Source: an optimization exercise on an open RTL-to-GDS flow (aim: small area, a short achievable clock period and few clock cycles per item). Production flows keep margins and buffers that such runs may drop. No functional check of the RTL was part of any run shown here. Power figures rest on the tool's default switching activity, not on a simulated workload.

==> flow/design.v, too long to show whole: its modules and the start of the top module <==
// module lfs_fa: 4 lines
// module lfs_ha: 4 lines
// module lfs_steer_tree: 982 lines
// module lfs_add_8: 108 lines
// module lfs_add_10: 132 lines
// module lfs_add_17: 246 lines
// module lfs_add_20: 292 lines
// module line_follow_steering_core: 232 lines
module line_follow_steering_core (
   input  logic        clock,
   input  logic        reset,
   input  logic        req_valid,
   output logic        req_stall,
   input  logic [22:0] req_word,
   output logic        rsp_valid,
   input  logic        rsp_stall,
   output logic [17:0] rsp_word,
   input  logic        csr_write_en,
   input  logic [2:0]  csr_index,
   input  logic [15:0] csr_data
);
  // ...
==> flow/flow/run.sh <==
#!/bin/bash
set -euo pipefail
MARGIN=$(cat flow/margin.txt)
bash standard.sh SETUP_SLACK_MARGIN="$MARGIN" TNS_END_PERCENT=100 \
  BUFFER_PORTS_ARGS="-buffer_cell sky130_fd_sc_hd__buf_2" finish > flow_make.log 2>&1
==> flow/flow/margin.txt <==
6.5
==> flow/standard.sh <==
#!/bin/bash
# synth_recipe.tcl (not shown) runs the flow's synth.tcl, then flattens the netlist and writes it again
# the make line also repeats each setting of config.mk as NAME=value (left out here)
make -C /OpenROAD-flow-scripts/flow DESIGN_CONFIG=/design/flow/config.mk WORK_HOME=/design/flow/orfs CLKGATE_MAP_FILE= SYNTH_SCRIPT=/design/flow/synth_recipe.tcl "${@:-finish}"
==> flow/config.mk <==
export PLATFORM = sky130hd
export DESIGN_NAME = line_follow_steering_core
export DESIGN_NICKNAME = line_follow_steering_core
export VERILOG_FILES = /design/flow/design.v
export SDC_FILE = /design/flow/constraint.sdc
export NUM_CORES = 4
export LEC_CHECK = 0
export CAP_MARGIN = 20
export CORE_MARGIN = 2
export CORE_UTILIZATION = 40
export SLEW_MARGIN = 20
export SYNTH_HIERARCHICAL = 1
==> flow/constraint.sdc <==
create_clock -name core_clock -period 11.0 [get_ports {clock}]
set_input_delay 2.2000 -clock core_clock [delete_from_list [all_inputs] [get_ports {clock}]]
set_output_delay 2.2000 -clock core_clock [all_outputs]
set_load 0.01 [all_outputs]
==> results.tsv, run 1 <==
metric	value	unit
Core Area	51300	um2
nonclk inv count	184	
cts hold-fix bufs	0	
final wirelength	51500	um
outcome	timing/DRC/antenna clean	
largest net degree at the start of global routing	66	
comb pwr	1940	uW
Crit. End Element	register	
clk cell area share	3.06	%
reg-to-reg endpoint	c_nz$_DFFE_PN_	
global route hottest layer	met2	
worst endpoint required time	11.22	ns
most frequent cells in the layout	xnor2_1 (219), fa_1 (208), inv_1 (177), nand2_1 (162), ha_1 (147)	
Power Density	159	nW/um2
GR Util All Layers	19.5	%
vias in the first global route	14800	
Critical Path Start Type	register	
Post-Syn Instances	2108	
TritonCTS clock tree	yes	
Crit path depth	11	
final hold vios	0	
Plain + repair buffers	116	
Worst EP arrival	4.59	ns
CP startpoint	a_m[3]$_DFFE_PN_	
Final nets	2409	
Clk Latency, worst-skew pair	0.49	ns
Num CTS Buffers	17	
seq_cells	165	
H-tree depth	4	
CTS sink cnt	165	
worst hold start	gp[6]$_SDFFE_PP0P_	
==> inputs of run 2 (changes only) <==
==> flow/flow/margin.txt (replaced) <==
7
==> results.tsv, run 2 <==
metric	value	unit	change
outcome	timing/DRC/antenna clean		unchanged
Slew headroom	33.7	%	was 24.0%
Largest regs	c_x: 20 flops, c_y: 20 flops, o_w: 18 flops		unchanged
TritonCTS clock tree	yes		unchanged
Final Cycle Share	39.4	%	was 39.8%
die area	53600	um2	unchanged
Syn Area/Cell	9.83	um2	unchanged
I/O pins	67		unchanged
Worst EP arrival	4.65	ns	was 4.59 ns
final wirelength	55800	um	was 51500 um
ANT cells	0		unchanged
Final nets	2547		was 2409
die width	232	um	unchanged
num rows	83		unchanged
Worst Path Max Fanout	8		was 19
DR iter-0 viols	1217		was 941
Die Y	232	um	unchanged
Critical Path Start Type	register		unchanged
CTS root buf	clkbuf_16		unchanged
Port-buffer cells	66		unchanged
Clk Latency, worst-skew pair	0.49	ns	about the same
mapped cell area	20700	um2	unchanged
Num CTS Buffers	17		unchanged
area grow syn2layout	14.7	%	was 3.72%
Core Area	51300	um2	unchanged
setup ws final	6.67	ns	was 6.63 ns
GR Util All Layers	20.4	%	was 19.5%
dpl hpwl	39700	um	was 39300 um
synth warn	7		unchanged
worst endpoint required time	11.32	ns	was 11.22 ns
Initial Utilization	40.4	%	unchanged
grt ovf	0		unchanged
Place WS	5.45	ns	was 5.97 ns
largest net degree at the start of global routing	72		was 66
Fmax achieved	231	MHz	was 229 MHz
total chip power	3570	uW	was 3420 uW
commonest non-fill, non-tap cell in the layout	xnor2_1		unchanged
Final min period	4.33	ns	was 4.37 ns
RSZ-0062 raised after global routing	yes		unchanged
final hold vios	0		unchanged
DRT Pass-1 Iters	5		was 6
Post-Route Skew	0.0204	ns	was 0.0144 ns
Clock transition at path regs	0.08	ns	was 0.07 ns
Slew @ Worst Pin	0.993	ns	was 1.14 ns
first-pass GRT wire length	84500	um	was 81900 um
gpl congestion	0.905		was 0.920
via count	15400		was 14700
WL/cell	19.7	um	was 19.1 um
CTS sink cnt	165		unchanged
most frequent cells in the layout	xnor2_1 (193), inv_1 (169), nand2_1 (157), fa_1 (141), buf_4 (131)		was xnor2_1 (219), fa_1 (208), inv_1 (177), nand2_1 (162), ha_1 (147)
cts hold-fix bufs	0		unchanged
vias in the first global route	15100		was 14800
final antenna-violating net count	0		unchanged
Finish-stage setup viols	0		unchanged
H-tree depth	4		unchanged
critical path class	register to register		unchanged
share of layout cells above drive strength 1	28.0	%	was 14.1%
number of remaining DRC errors	0		unchanged
LEAKAGE	0.00947	uW	was 0.00853 uW
Power Density	150	nW/um2	was 159 nW/um2
HP Class	register to register		unchanged
via/cell ratio	5.43		about the same
VDD IR max	0.142	mV	was 0.106 mV
Slew Viols, Final	0		unchanged
max cap viols	0		unchanged
initial antenna violation count	0		unchanged
Crit. End Element	register		unchanged
clock buffer depth	2		unchanged
Post-Syn Instances	2108		unchanged
final setup TNS	0	ns	unchanged
==> run 2: cell types whose count changed in the layout (fill, tap and decap cells not counted), sizes merged <==
cell | previous run | this run
buf | 116 | 253
clkinvlp | 2 | 4
clkinv | 3 | 6
inv | 186 | 190
bufinv | 3 | 0
clkbuf | 22 | 17
==> run 2: per-stage QoR <==
step / hold slack [ns] / area, um2 / cells / utilization [%]
after CTS: 0.461 / 22600 / 2769 / 44.0
after global placement: 0.445 / 20500 / 2641 / 40.0
final: 0.463 / 23800 / 2834 / 46.3
after global routing: 0.479 / 23800 / 2834 / 46.3
after floorplan: 0.436 / 21000 / 2118 / -
after detailed placement: 0.450 / 20600 / 2644 / 40.1
==> run 2: critical path, cell delays in order, from the launching register on <==
cell and delay, ns:
dfxtp_4 0.40, inv_2 0.05, fa_1 0.55, inv_1 0.05
inv_2 0.05, fa_1 0.16, inv_1 0.05, fa_2 0.36
a21o_1 0.17, a21o_1 0.18, fa_1 0.46, or3_4 0.40
or3_4 0.33, or4_4 0.46, nor2_4 0.15, o41ai_4 0.09
buf_6 0.15, o211ai_1 0.09
==> run 2: final timing paths <==
check | slack [ns] | depth (start not counted) | startpoint | end
max | 6.67 | 17 | base[0]$_SDFFE_PP0P_ | o_w[10]$_SDFFCE_PP1N_
min reg2reg | 0.46 | 2 | gp[0]$_SDFFE_PP0P_ | gp[0]$_SDFFE_PP0P_
max reg2reg | 6.67 | 17 | base[0]$_SDFFE_PP0P_ | o_w[10]$_SDFFCE_PP1N_
min | 0.46 | 2 | gp[0]$_SDFFE_PP0P_ | gp[0]$_SDFFE_PP0P_
==> run 2: layout make-up <==
cell class	count	area [um2]
Fill cell	4734	27500
Multi-Input combinational cell	1519	15200
Sequential cell	165	4180
Timing Repair Buffer	253	2150
Tap cell	680	851
Inverter	183	722
Clock buffer	17	425
Clock inverter	15	169
Timing Repair inverter	2	12.5
==> run 2: timing repair <==
item | in CTS | in global routing
gates cloned | 1 | 1
resized for setup | 143 | 154
pin swaps | 57 | 107
setup endpoints to repair | 61 | 52
setup buffers | 92 | 64
==> run 2: report_power, final <==
group	internal [uW]	switching, uW	leakage (uW)
clock	307	300	0.000295
combinational	957	1210	0.00765
sequential	741	53.2	0.00153
total	2010	1570	0.00947
==> run 2: per-layer routing <==
| layer | global-route usage [%] | routed length (um) | vias up |
|---|---|---|---|
| met3 | 3.59 | 3630 | 118 |
| met4 | 8.41 | 1820 | 0 |
| li1 | - | - | 7111 |
| met5 | 0 | 0 | - |
| met1 | 26.7 | 23900 | 7576 |
| met2 | 33.3 | 26400 | 590 |

-- separate check: timing with driven ports --
How much do the figures lean on ideal ports? The routed layouts below were timed once more, with nothing changed but the port constraints.
Step 1 (the two cells are an assumption about what drives the block):
set clk [get_ports {clock}]
set_driving_cell -lib_cell sky130_fd_sc_hd__clkbuf_16 $clk
set_driving_cell -lib_cell sky130_fd_sc_hd__buf_2 [delete_from_list [all_inputs] $clk]
Step 2 times the ports against the registers' clock, not the clock port: input delays grow and output delays shrink by t, the midpoint of the rising clock arrivals with the driver on.
a / b / c = ideal / step 1 / step 2; a / b = the first two.
| run | shift t [ns] | setup slack, ns | hold WS [ns] | worst data-port slew with drivers (ns) |
|---|---|---|---|---|
| run 1 | 0.534 | 6.626 / 6.626 / 6.138 | 0.465 / 0.465 / 0.465 | 0.04 |
| run 2 | 0.539 | 6.665 / 6.665 / 6.159 | 0.463 / 0.463 / 0.463 | 0.05 |
After both steps setup and hold are still met in every run listed. For run 2, which loses most, drivers alone change the setup slack by 0.000 ns; drivers and shift together by -0.506 ns.
